This design comes from an exercise in tuning for small area and a short achievable clock period on the open sky130 flow, not from production work.
Where RTL was checked, it was by simulation tests only, not by an equivalence proof against the original.
Power and IR drop assume default switching activity.

==> flow/design.v (excerpt) <==
module tawas
(
  input  logic                      clk,
  input  logic                      reset,
  output logic [24-1:0]    iaddr,
  input  logic [31:0]               idata,
  output logic [31:0]               daddr,
  output logic                      dcs,
  output logic                      dwr,
  output logic [31:0]               dout,
  input  logic [31:0]               din,
  output logic [4-1:0] halted
);
Size in the first run: about 3,600 cells after synthesis, ~1,300 flip-flops, about 160 I/O pins, about 0.042 mm² of cells after synthesis.
Settings: LEC_CHECK=0, ABC_CLOCK_PERIOD_IN_PS=4000, CAP_MARGIN=20, CORE_MARGIN=2, CORE_UTILIZATION=40, SETUP_SLACK_MARGIN=5, SLEW_MARGIN=20; clock period 10.0 ns.
standard.sh (not shown) runs the stock make flow with config.mk's settings and CLKGATE_MAP_FILE= SYNTH_SCRIPT=/design/flow/synth_recipe.tcl, a recipe that flattens the netlist after the stock synthesis.
==> flow/flow/run.sh <==
#!/bin/bash
set -euo pipefail
export BUFFER_PORTS_ARGS="-buffer_cell sky130_fd_sc_hd__buf_2"
bash standard.sh > standard_flow.log 2>&1
The baseline produced a clean layout.
Next try:
==> flow/run.sh (new file) <==
#!/bin/bash
# synth_recipe.tcl (not shown) runs the flow's synth.tcl, then flattens the netlist and writes it again
# the make line also repeats each setting of config.mk as NAME=value (left out here)
make -C /OpenROAD-flow-scripts/flow DESIGN_CONFIG=/design/flow/config.mk WORK_HOME=/design/flow/orfs CLKGATE_MAP_FILE= SYNTH_SCRIPT=/design/flow/synth_recipe.tcl finish
--- a/flow/config.mk
+++ b/flow/config.mk
@@ -6,8 +6,6 @@
 export NUM_CORES = 4
 export LEC_CHECK = 0
-export ABC_CLOCK_PERIOD_IN_PS = 4000
 export CAP_MARGIN = 20
 export CORE_MARGIN = 2
 export CORE_UTILIZATION = 40
-export SETUP_SLACK_MARGIN = 5
 export SLEW_MARGIN = 20
removed: flow/flow/run.sh
removed: flow/standard.sh
Effect: The new run finished clean. Die area does not change. Clock-buffer cell count grows by 11. Hold slack improves by 0.0079 ns. Sequential power barely changes. Sequential share of layout area shrinks by 0.77 points.
Next try:
==> flow/flow/run.sh (new file) <==
#!/bin/bash
set -euo pipefail
export BUFFER_PORTS_ARGS="-buffer_cell sky130_fd_sc_hd__buf_2"
export SETUP_SLACK_MARGIN=6.3
bash standard.sh > standard_flow.log 2>&1
==> flow/standard.sh (new file) <==
#!/bin/bash
# synth_recipe.tcl (not shown) runs the flow's synth.tcl, then flattens the netlist and writes it again
# the make line also repeats each setting of config.mk as NAME=value (left out here)
make -C /OpenROAD-flow-scripts/flow DESIGN_CONFIG=/design/flow/config.mk WORK_HOME=/design/flow/orfs CLKGATE_MAP_FILE= SYNTH_SCRIPT=/design/flow/synth_recipe.tcl "${@:-finish}"
removed: flow/run.sh
After rerunning: Register-to-register slack is better by 1.3 ns. Wire length grows by about 5%. Maximum frequency came out higher by about 37%.
Next try:
==> flow/run.sh (new file) <==
#!/bin/bash
# synth_recipe.tcl (not shown) runs the flow's synth.tcl, then flattens the netlist and writes it again
# the make line also repeats each setting of config.mk as NAME=value (left out here)
make -C /OpenROAD-flow-scripts/flow DESIGN_CONFIG=/design/flow/config.mk WORK_HOME=/design/flow/orfs CLKGATE_MAP_FILE= SYNTH_SCRIPT=/design/flow/synth_recipe.tcl finish
--- a/flow/config.mk
+++ b/flow/config.mk
@@ -6,6 +6,8 @@
 export NUM_CORES = 4
 export LEC_CHECK = 0
+export ABC_CLOCK_PERIOD_IN_PS = 4000
 export CAP_MARGIN = 20
 export CORE_MARGIN = 2
 export CORE_UTILIZATION = 40
+export SETUP_SLACK_MARGIN = 5
 export SLEW_MARGIN = 20
removed: flow/flow/run.sh
removed: flow/standard.sh
- final area goes down by 3.2%
- routed wire length fell by 4.7%
- clock power stays flat
- setup slack is worse by 0.61 ns
- hold slack improves by 0.012 ns
- count of clock-buffer cells in the layout fell by 11
- cell count fell by 2.2%
- sequential power barely changes
- global-route usage went down by 0.78 points
- die area stays the same
- synthesized cell count is unchanged

---

Another version of the RTL of tawas (not shown whole).
Size: roughly 3,600 cells after synthesis, about 1,300 flip-flops, ~160 I/O pins.
## tawas
module tawas
(
  input  logic                      clk,
  input  logic                      reset,
  output logic [24-1:0]    iaddr,
  input  logic [31:0]               idata,
  output logic [31:0]               daddr,
  output logic                      dcs,
  output logic                      dwr,
  output logic [31:0]               dout,
  input  logic [31:0]               din,
  output logic [4-1:0] halted
);
Settings: LEC_CHECK=0, CAP_MARGIN=20, CORE_MARGIN=2, CORE_UTILIZATION=40, SLEW_MARGIN=20, SYNTH_HIERARCHICAL=1, SYNTH_MINIMUM_KEEP_SIZE=0; clock period 10.0 ns.
==> flow/flow/run.sh <==
#!/bin/bash
set -euo pipefail
export BUFFER_PORTS_ARGS="-buffer_cell sky130_fd_sc_hd__buf_2"
export SETUP_SLACK_MARGIN=6.3
bash standard.sh > standard_flow.log 2>&1
The first run finished with timing, DRC and antenna clean.
Edit:
--- a/flow/flow/run.sh
+++ b/flow/flow/run.sh
@@ -4,0 +5 @@
+export CTS_ARGS="-sink_clustering_enable -repair_clock_nets -dont_use_dummy_load -sink_clustering_size 24 -sink_clustering_max_diameter 80"
Outcome: The new run finished with timing, DRC and antenna clean. Setup slack got worse by 0.10 ns. Via count fell by 1.9%. Count of clock-buffer cells in the layout fell by 112. Wire length fell by about 1.5%. Total power fell by 21%. Utilization fell by 2.5 points. Hold slack got worse by 0.059 ns. Register-to-register slack improved by 0.10 ns. Final cell count fell by 2.9%. Clock skew rose by 0.042 ns. Non-clock buffer count rose by 10.
Function was not checked in any run of this note: the RTL went through the layout flow alone.

---

== v35 ==
The RTL this note starts from:
==> flow/design.v <==
package tawas_isa_pkg;
  typedef enum logic [3:0] {
    op_nop  = 4'd0,
    op_ldi  = 4'd1,
    op_add  = 4'd2,
    op_sub  = 4'd3,
    op_and  = 4'd4,
    op_or   = 4'd5,
    op_xor  = 4'd6,
    op_shl  = 4'd7,
    op_ld   = 4'd8,
    op_st   = 4'd9,
    op_bz   = 4'd10,
    op_bnz  = 4'd11,
    op_halt = 4'd12
  } tawas_op_e;
  typedef logic [2:0] reg_sel_t;
  typedef logic [15:0] imm_t;
  typedef struct packed {
    tawas_op_e  op;
    reg_sel_t   rd;
    reg_sel_t   ra;
    reg_sel_t   rb;
    logic [2:0] rsvd;
    imm_t       imm;
  } tawas_instr_t;
endpackage
package tawas_pipe_pkg;
  typedef logic [1:0] slice_t;
  typedef enum logic {
    ls_load  = 1'b0,
    ls_store = 1'b1
  } ls_kind_e;
endpackage
module tawas_rdsel
(
  input  logic [2:0] sel,
  output logic [7:0] onehot
);
  assign onehot = 8'd1 << sel;
endmodule
module tawas_rdmux
(
  input  logic [255:0] bank,
  input  logic [7:0]   onehot,
  output logic [31:0]  q
);
  always_comb begin
    q = '0;
    for (int k = 0; k < 8; k++) begin
      q = q | (bank[k*32 +: 32] & {32{onehot[k]}});
    end
  end
endmodule
module tawas_alu
(
  input  logic [31:0] a,
  input  logic [31:0] b,
  input  logic        sub,
  input  logic        arith,
  input  logic        op_shl,
  input  logic [3:0]  lut,       
  output logic [31:0] result
);
  logic [32:0] sum;
  logic [31:0] bitwise;
  assign sum = {a, 1'b1} + {b, sub};
  always_comb begin
    for (int i = 0; i < 32; i++) bitwise[i] = lut[{a[i], b[i]}];
  end
  always_comb begin
    result = bitwise;
    if (arith)  result = result | sum[32:1];
    if (op_shl) result = result | (a << b[4:0]);
  end
endmodule
module tawas_agen
(
  input  logic [31:0] a,
  input  logic [15:0] imm,
  output logic [15:0] lo,
  output logic        c16,
  output logic [15:0] hi0,
  output logic [15:0] hi1
);
  logic [15:0] a_hi, a_inc, a_dec;
  assign {c16, lo} = {1'b0, a[15:0]} + {1'b0, imm};
  assign a_hi  = a[31:16];
  assign a_inc = a_hi + 16'd1;
  assign a_dec = a_hi - 16'd1;
  assign hi0   = imm[15] ? a_dec : a_hi;
  assign hi1   = imm[15] ? a_hi : a_inc;
endmodule
module tawas
(
  input  logic                      clk,
  input  logic                      reset,
  output logic [24-1:0]    iaddr,
  input  logic [31:0]               idata,
  output logic [31:0]               daddr,
  output logic                      dcs,
  output logic                      dwr,
  output logic [31:0]               dout,
  input  logic [31:0]               din,
  output logic [4-1:0] halted
);
  localparam int PW = 24;
  logic [1:0] slice;
  logic [1:0] dec_slice;
  logic       dec_vld;
  logic [255:0] bank0, bank1, bank2, bank3;
  logic [2:0]   clr;                         
  logic         z0, z1, z2, z3;
  logic [PW-1:0] pc0, pc1, pc2, pc3;
  logic [3:0]  op;
  logic [2:0]  rd, ra, rb;
  logic [15:0] imm;
  assign op  = idata[31:28];
  assign rd  = idata[27:25];
  assign ra  = idata[24:22];
  assign rb  = idata[21:19];
  assign imm = idata[15:0];
  logic [31:0] ra_data, rb_data;
  logic [7:0] ra_oh, rb_oh;
  tawas_rdsel rdsel_a (.sel(ra), .onehot(ra_oh));
  tawas_rdsel rdsel_b (.sel(rb), .onehot(rb_oh));
  tawas_rdmux rdmux_a (.bank(bank0), .onehot(ra_oh), .q(ra_data));
  tawas_rdmux rdmux_b (.bank(bank0), .onehot(rb_oh), .q(rb_data));
  logic [15:0] d_lo, d_hi0, d_hi1;
  logic        d_c16;
  tawas_agen agen (.a(ra_data), .imm(imm), .lo(d_lo), .c16(d_c16), .hi0(d_hi0), .hi1(d_hi1));
  logic [PW-1:0] d_pc_next;
  always_comb begin
    if (d_taken)
      d_pc_next = pc1 + {{(PW-16){imm[15]}}, imm};
    else if (dec_vld && !d_halt)
      d_pc_next = pc1 + PW'(1);
    else
      d_pc_next = pc1;
  end
  logic d_ldi, d_add, d_sub, d_and, d_or, d_xor, d_shl, d_ld, d_st, d_halt, d_taken;
  assign d_ldi  = dec_vld && (op == 4'd1);
  assign d_add  = dec_vld && (op == 4'd2);
  assign d_sub  = dec_vld && (op == 4'd3);
  assign d_and  = dec_vld && (op == 4'd4);
  assign d_or   = dec_vld && (op == 4'd5);
  assign d_xor  = dec_vld && (op == 4'd6);
  assign d_shl  = dec_vld && (op == 4'd7);
  assign d_ld   = dec_vld && (op == 4'd8);
  assign d_st   = dec_vld && (op == 4'd9);
  assign d_halt = dec_vld && (op == 4'd12);
  assign d_taken = dec_vld && (((op == 4'd10) && z0) || ((op == 4'd11) && !z0));
  logic        e_wr, e_setz, e_arith, e_sub, e_shl, e_ld, e_st;
  logic [3:0]  e_lut;
  logic [2:0]  e_rd;
  logic [31:0] e_a, e_b;    
  logic [15:0] e_dlo, e_dhi0, e_dhi1;
  logic        e_dc16;
  always_ff @(posedge clk) begin
    if (reset) begin
      slice     <= 2'd0;
      dec_slice <= 2'd0;
      dec_vld   <= 1'b0;
      halted    <= '0;
      e_wr      <= 1'b0;
      e_setz    <= 1'b0;
      e_ld      <= 1'b0;
      e_st      <= 1'b0;
    end else begin
      slice     <= slice + 2'd1;
      dec_slice <= slice;
      dec_vld   <= !halted[slice];
      if (d_halt) halted[dec_slice] <= 1'b1;
      e_wr      <= d_ldi || d_add || d_sub || d_and || d_or || d_xor || d_shl;
      e_setz    <= d_add || d_sub || d_and || d_or || d_xor || d_shl;
      e_ld      <= d_ld;
      e_st      <= d_st;
    end
  end
  always_ff @(posedge clk) begin
    e_sub   <= (op == 4'd3);
    e_arith <= (op == 4'd2) || (op == 4'd3);
    e_shl   <= (op == 4'd7);
    case (op)
      4'd1:    e_lut <= 4'b1010;    
      4'd4:    e_lut <= 4'b1000;    
      4'd5:    e_lut <= 4'b1110;    
      4'd6:    e_lut <= 4'b0110;    
      default: e_lut <= 4'b0000;
    endcase
    e_rd   <= rd;
    e_a    <= ra_data;
    e_b    <= (op == 4'd1) ? {{16{imm[15]}}, imm} : (rb_data ^ {32{op == 4'd3}});
    e_dlo  <= d_lo;
    e_dc16 <= d_c16;
    e_dhi0 <= d_hi0;
    e_dhi1 <= d_hi1;
  end
  assign dcs   = e_ld || e_st;
  assign dwr   = e_st;
  assign daddr = {e_dc16 ? e_dhi1 : e_dhi0, e_dlo};
  assign dout  = e_b;
  logic [31:0] result;
  tawas_alu alu (
    .a(e_a), .b(e_b), .sub(e_sub), .arith(e_arith), .op_shl(e_shl), .lut(e_lut),
    .result(result)
  );
  logic        w_we, w_ld, w_z;
  logic [2:0]  w_rd;
  logic [31:0] w_res;
  always_ff @(posedge clk) begin
    if (reset) begin
      w_we <= 1'b0;
      w_ld <= 1'b0;
      w_z  <= 1'b0;
    end else begin
      w_we <= e_wr || e_ld;
      w_ld <= e_ld;
      w_z  <= e_setz;
    end
  end
  always_ff @(posedge clk) begin
    w_rd   <= e_rd;
    w_res  <= result;
  end
  logic [31:0] wdata;
  assign wdata = w_ld ? din : w_res;
  logic clearing;
  assign clearing = reset || clr[0];
  always_ff @(posedge clk) begin
    bank0 <= bank3;
    bank1 <= bank0;
    bank2 <= bank1;
    for (int r = 0; r < 8; r++) begin
      if (w_we && !reset && (w_rd == 3'(r)))
        bank3[r*32 +: 32] <= wdata;
      else
        bank3[r*32 +: 32] <= bank2[r*32 +: 32] & {32{!clearing}};
    end
  end
  always_ff @(posedge clk) begin
    if (reset) begin
      clr  <= 3'b111;
      z0   <= 1'b0;
      z1   <= 1'b0;
      z2   <= 1'b0;
      z3   <= 1'b0;
    end else begin
      clr  <= {1'b0, clr[2:1]};
      z0 <= z3;
      z1 <= z0;
      z2 <= z1;
      z3 <= w_z ? (w_res == 32'd0) : z2;
    end
  end
  always_ff @(posedge clk) begin
    if (reset) begin
      pc0 <= PW'(0);
      pc1 <= PW'(3 * 64);
      pc2 <= PW'(2 * 64);
      pc3 <= PW'(1 * 64);
    end else begin
      pc0 <= pc3;
      pc1 <= pc0;
      pc2 <= d_pc_next;
      pc3 <= pc2;
    end
  end
  assign iaddr = pc0;
endmodule
clock: 10.0 ns
lec_check: 0
cap_margin: 20
core_margin: 2
core_utilization: 60
slew_margin: 20
synth_hierarchical: 1
synth_minimum_keep_size: 0
==> flow/flow/run.sh <==
#!/bin/bash
set -euo pipefail
export BUFFER_PORTS_ARGS="-buffer_cell sky130_fd_sc_hd__buf_2"
export SETUP_SLACK_MARGIN=6.3
export CTS_ARGS="-sink_clustering_enable -repair_clock_nets -dont_use_dummy_load -sink_clustering_size 30 -sink_clustering_max_diameter 60"
bash standard.sh > standard_flow.log 2>&1
v35 completed; timing, DRC and antenna clean
--- input diff v35..v58 ---
- CORE_UTILIZATION changed from 60 to 40
- TNS_END_PERCENT newly set to 30
Notes after the runs:
- Taking v35 as the reference, in v58 power share of the combinational group level; relative contribution of the clock network to total power went down; die area has increased; sequential share of layout area now sits lower; design area higher.
- Re number of nets in the layout: v35 was higher than v58.
- v58 vs v35 — setup slack rose 47 ps.
- In the reports for v58 and v35, the smaller minimum hold slack belongs to v58.
Relative to v58, the following input files were edited for v3:
- TNS_END_PERCENT: 30 -> unset
### Flow results
The total CTS buffers in v3 was lower than what v58 gave.
Any difference in relative contribution of combinational cells to total power between v58 and v3 is small enough to ignore.
STATUS routed wire length: v3 loses against v58
met3 usage in global routing was lower in the run labelled v58.
Compared with v58, number of gates resized after cts in v3 decreased by more than 10%.
Share of total power in the clock network for v3 is lower than for v58.
There was hardly any difference in post-route cell area between v58 and v3.
In terms of area overhead of the layout relative to synthesis, v3 and v58 differ only marginally.
STATUS worst setup slack: v3 wins against v58
## Diff of input files: v12 against v3
- an added TNS_END_PERCENT of 10
==> comparison <==
Area added between synthesis and finish came out lower on v12 than on v3. Wire: v12 routes less than v3. Final cell count: v12 vs v3 — no meaningful difference. There was hardly any difference in total power between v3 and v12. For v12, the library cell contributing the largest single delay on the critical path was sky130_fd_sc_hd__ha_4, unlike v3, where it was sky130_fd_sc_hd__or4_4. Between v12 and v3, the compound-gate portion of the synthesized area figures differ only marginally.
Function was not checked in any run of this note: the RTL went through the layout flow alone.

---

## north
Another version of the RTL of tawas (not shown whole).
For scale: about 3700 cells after synthesis, about 42000 µm² of cells after synthesis.
## tawas
module tawas
(
  input  logic                      clk,
  input  logic                      reset,
  output logic [24-1:0]    iaddr,
  input  logic [31:0]               idata,
  output logic [31:0]               daddr,
  output logic                      dcs,
  output logic                      dwr,
  output logic [31:0]               dout,
  input  logic [31:0]               din,
  output logic [4-1:0] halted
);
  localparam int PW = 24;
  logic [1:0] slice;
  logic [1:0] dec_slice;
  logic       dec_vld;
  logic [255:0] bank0, bank1, bank2, bank3;
  logic [2:0]   clr;                         
  logic         z0, z1, z2, z3;
  logic [PW-1:0] pc0, pc1, pc2, pc3;
  logic [3:0]  op;
  logic [2:0]  rd, ra, rb;
  logic [15:0] imm;
  assign op  = idata[31:28];
  assign rd  = idata[27:25];
  assign ra  = idata[24:22];
  assign rb  = idata[21:19];
  assign imm = idata[15:0];
  logic [31:0] ra_data, rb_data;
  logic [7:0] ra_oh, rb_oh;
  tawas_rdsel rdsel_a (.sel(ra), .onehot(ra_oh));
  tawas_rdsel rdsel_b (.sel(rb), .onehot(rb_oh));
  tawas_rdmux rdmux_a (.bank(bank0), .onehot(ra_oh), .q(ra_data));
  tawas_rdmux rdmux_b (.bank(bank0), .onehot(rb_oh), .q(rb_data));
  logic [15:0] d_lo, d_hi0, d_hi1;
  logic        d_c16;
  logic [15:0] d_aimm;
  assign d_aimm = imm & {16{(op == 4'd8) || (op == 4'd9)}};
  tawas_agen agen (.a(ra_data), .imm(d_aimm), .lo(d_lo), .c16(d_c16), .hi0(d_hi0), .hi1(d_hi1));
  logic [PW-1:0] d_pc_next;
  always_comb begin
    if (d_taken)
      d_pc_next = pc1 + {{(PW-16){imm[15]}}, imm};
    else if (dec_vld && !d_halt)
      d_pc_next = pc1 + PW'(1);
    else
      d_pc_next = pc1;
  end
  logic d_ldi, d_add, d_sub, d_and, d_or, d_xor, d_shl, d_ld, d_st, d_halt, d_taken;
  assign d_ldi  = dec_vld && (op == 4'd1);
  assign d_add  = dec_vld && (op == 4'd2);
  assign d_sub  = dec_vld && (op == 4'd3);
  assign d_and  = dec_vld && (op == 4'd4);
  assign d_or   = dec_vld && (op == 4'd5);
  ...
==> flow/config.mk <==
export PLATFORM = sky130hd
export DESIGN_NAME = tawas
export DESIGN_NICKNAME = tawas
export VERILOG_FILES = /design/flow/design.v
export SDC_FILE = /design/flow/constraint.sdc
export NUM_CORES = 4
export LEC_CHECK = 0
export CAP_MARGIN = 20
export CORE_MARGIN = 2
export CORE_UTILIZATION = 40
export SLEW_MARGIN = 20
export SYNTH_HIERARCHICAL = 1
export SYNTH_MINIMUM_KEEP_SIZE = 0
==> flow/constraint.sdc <==
create_clock -name core_clock -period 10.0 [get_ports {clk}]
set_input_delay 2.0000 -clock core_clock [delete_from_list [all_inputs] [get_ports {clk}]]
set_output_delay 2.0000 -clock core_clock [all_outputs]
set_load 0.01 [all_outputs]
==> flow/flow/run.sh <==
#!/bin/bash
set -euo pipefail
export BUFFER_PORTS_ARGS="-buffer_cell sky130_fd_sc_hd__buf_2"
export SETUP_SLACK_MARGIN=6.3
export CTS_ARGS="-sink_clustering_enable -repair_clock_nets -dont_use_dummy_load -sink_clustering_size 16 -sink_clustering_max_diameter 50 -buf_list sky130_fd_sc_hd__clkbuf_8"
bash standard.sh > standard_flow.log 2>&1
north completed every stage of the flow, and the final layout passed the timing, DRC and antenna checks.
[inputs] south vs north
==> flow/flow/run.sh <==
#!/bin/bash
set -euo pipefail
export BUFFER_PORTS_ARGS="-buffer_cell sky130_fd_sc_hd__buf_2"
export SETUP_SLACK_MARGIN=6.3
export CTS_ARGS="-sink_clustering_enable -repair_clock_nets -dont_use_dummy_load -sink_clustering_size 30 -sink_clustering_max_diameter 60"
bash standard.sh > standard_flow.log 2>&1
[summary]
Power share of the clock group in south vs north: up 3.0 points
south vs. north: clock edge transition at the registers on the reported setup and hold paths was more or less identical, power per unit of standard cell area went up by 6.5 nW/µm².
Looking at cell at the slowest stage of the critical path, the sky130_fd_sc_hd__and3b_4 result is from north; the sky130_fd_sc_hd__nand4_1 one comes from south.
On number of nets in the final layout, north tracks south almost exactly.
Clock period minus worst slack came out higher on south than on north.

-- re-timing with driven ports --
The flow's constraints put no driver on any port. The routed layouts listed below were extracted and timed again, unchanged, in two steps. Step 1 sets driving cells, clkbuf_16 on the clock port and buf_2 on the other inputs (assumed; they add their load-dependent delay and slew). Step 2 moves the port delays by t, midway between the first and last clock arrival at a register: inputs arrive t later, outputs are due t later. That takes back most of the time a late clock gives input paths. a / b / c = no drivers / after step 1 / after step 2; a / b = the first two.
run	shift t [ns]	slack for setup (ns)	hold slack, ns	cell pins on the clock port's net
the first run of note 1	0.770	5.160 / 5.097 / 4.410	0.294 / 0.294 / 0.294	1
the second run of note 1	0.754	4.112 / 4.044 / 3.732	0.302 / 0.302 / 0.302	1
the third run of note 1	0.766	5.692 / 5.536 / 4.770	0.302 / 0.302 / 0.302	1
the fourth run of note 1	0.760	5.079 / 5.021 / 4.356	0.314 / 0.314 / 0.314	1
the first run of note 2	0.810	6.071 / 5.871 / 5.061	0.310 / 0.310 / 0.310	1
the second run of note 2	0.690	5.969 / 5.741 / 5.051	0.250 / 0.250 / 0.250	1
v35	0.663	5.924 / 5.928 / 5.265	0.277 / 0.277 / 0.277	1
v58	0.713	5.970 / 5.945 / 5.232	0.259 / 0.259 / 0.259	1
v3	0.726	6.010 / 5.989 / 5.263	0.277 / 0.277 / 0.277	1
v12	0.731	5.959 / 5.942 / 5.211	0.278 / 0.278 / 0.278	1
north	0.796	6.137 / 6.144 / 5.347	0.219 / 0.219 / 0.219	1
south	0.702	6.027 / 6.050 / 5.348	0.264 / 0.264 / 0.264	1
After both steps setup and hold are still met in every run listed. The setup slack of the first run of note 2, which loses most, moves by -0.200 ns with the drivers and by -1.010 ns with both steps.
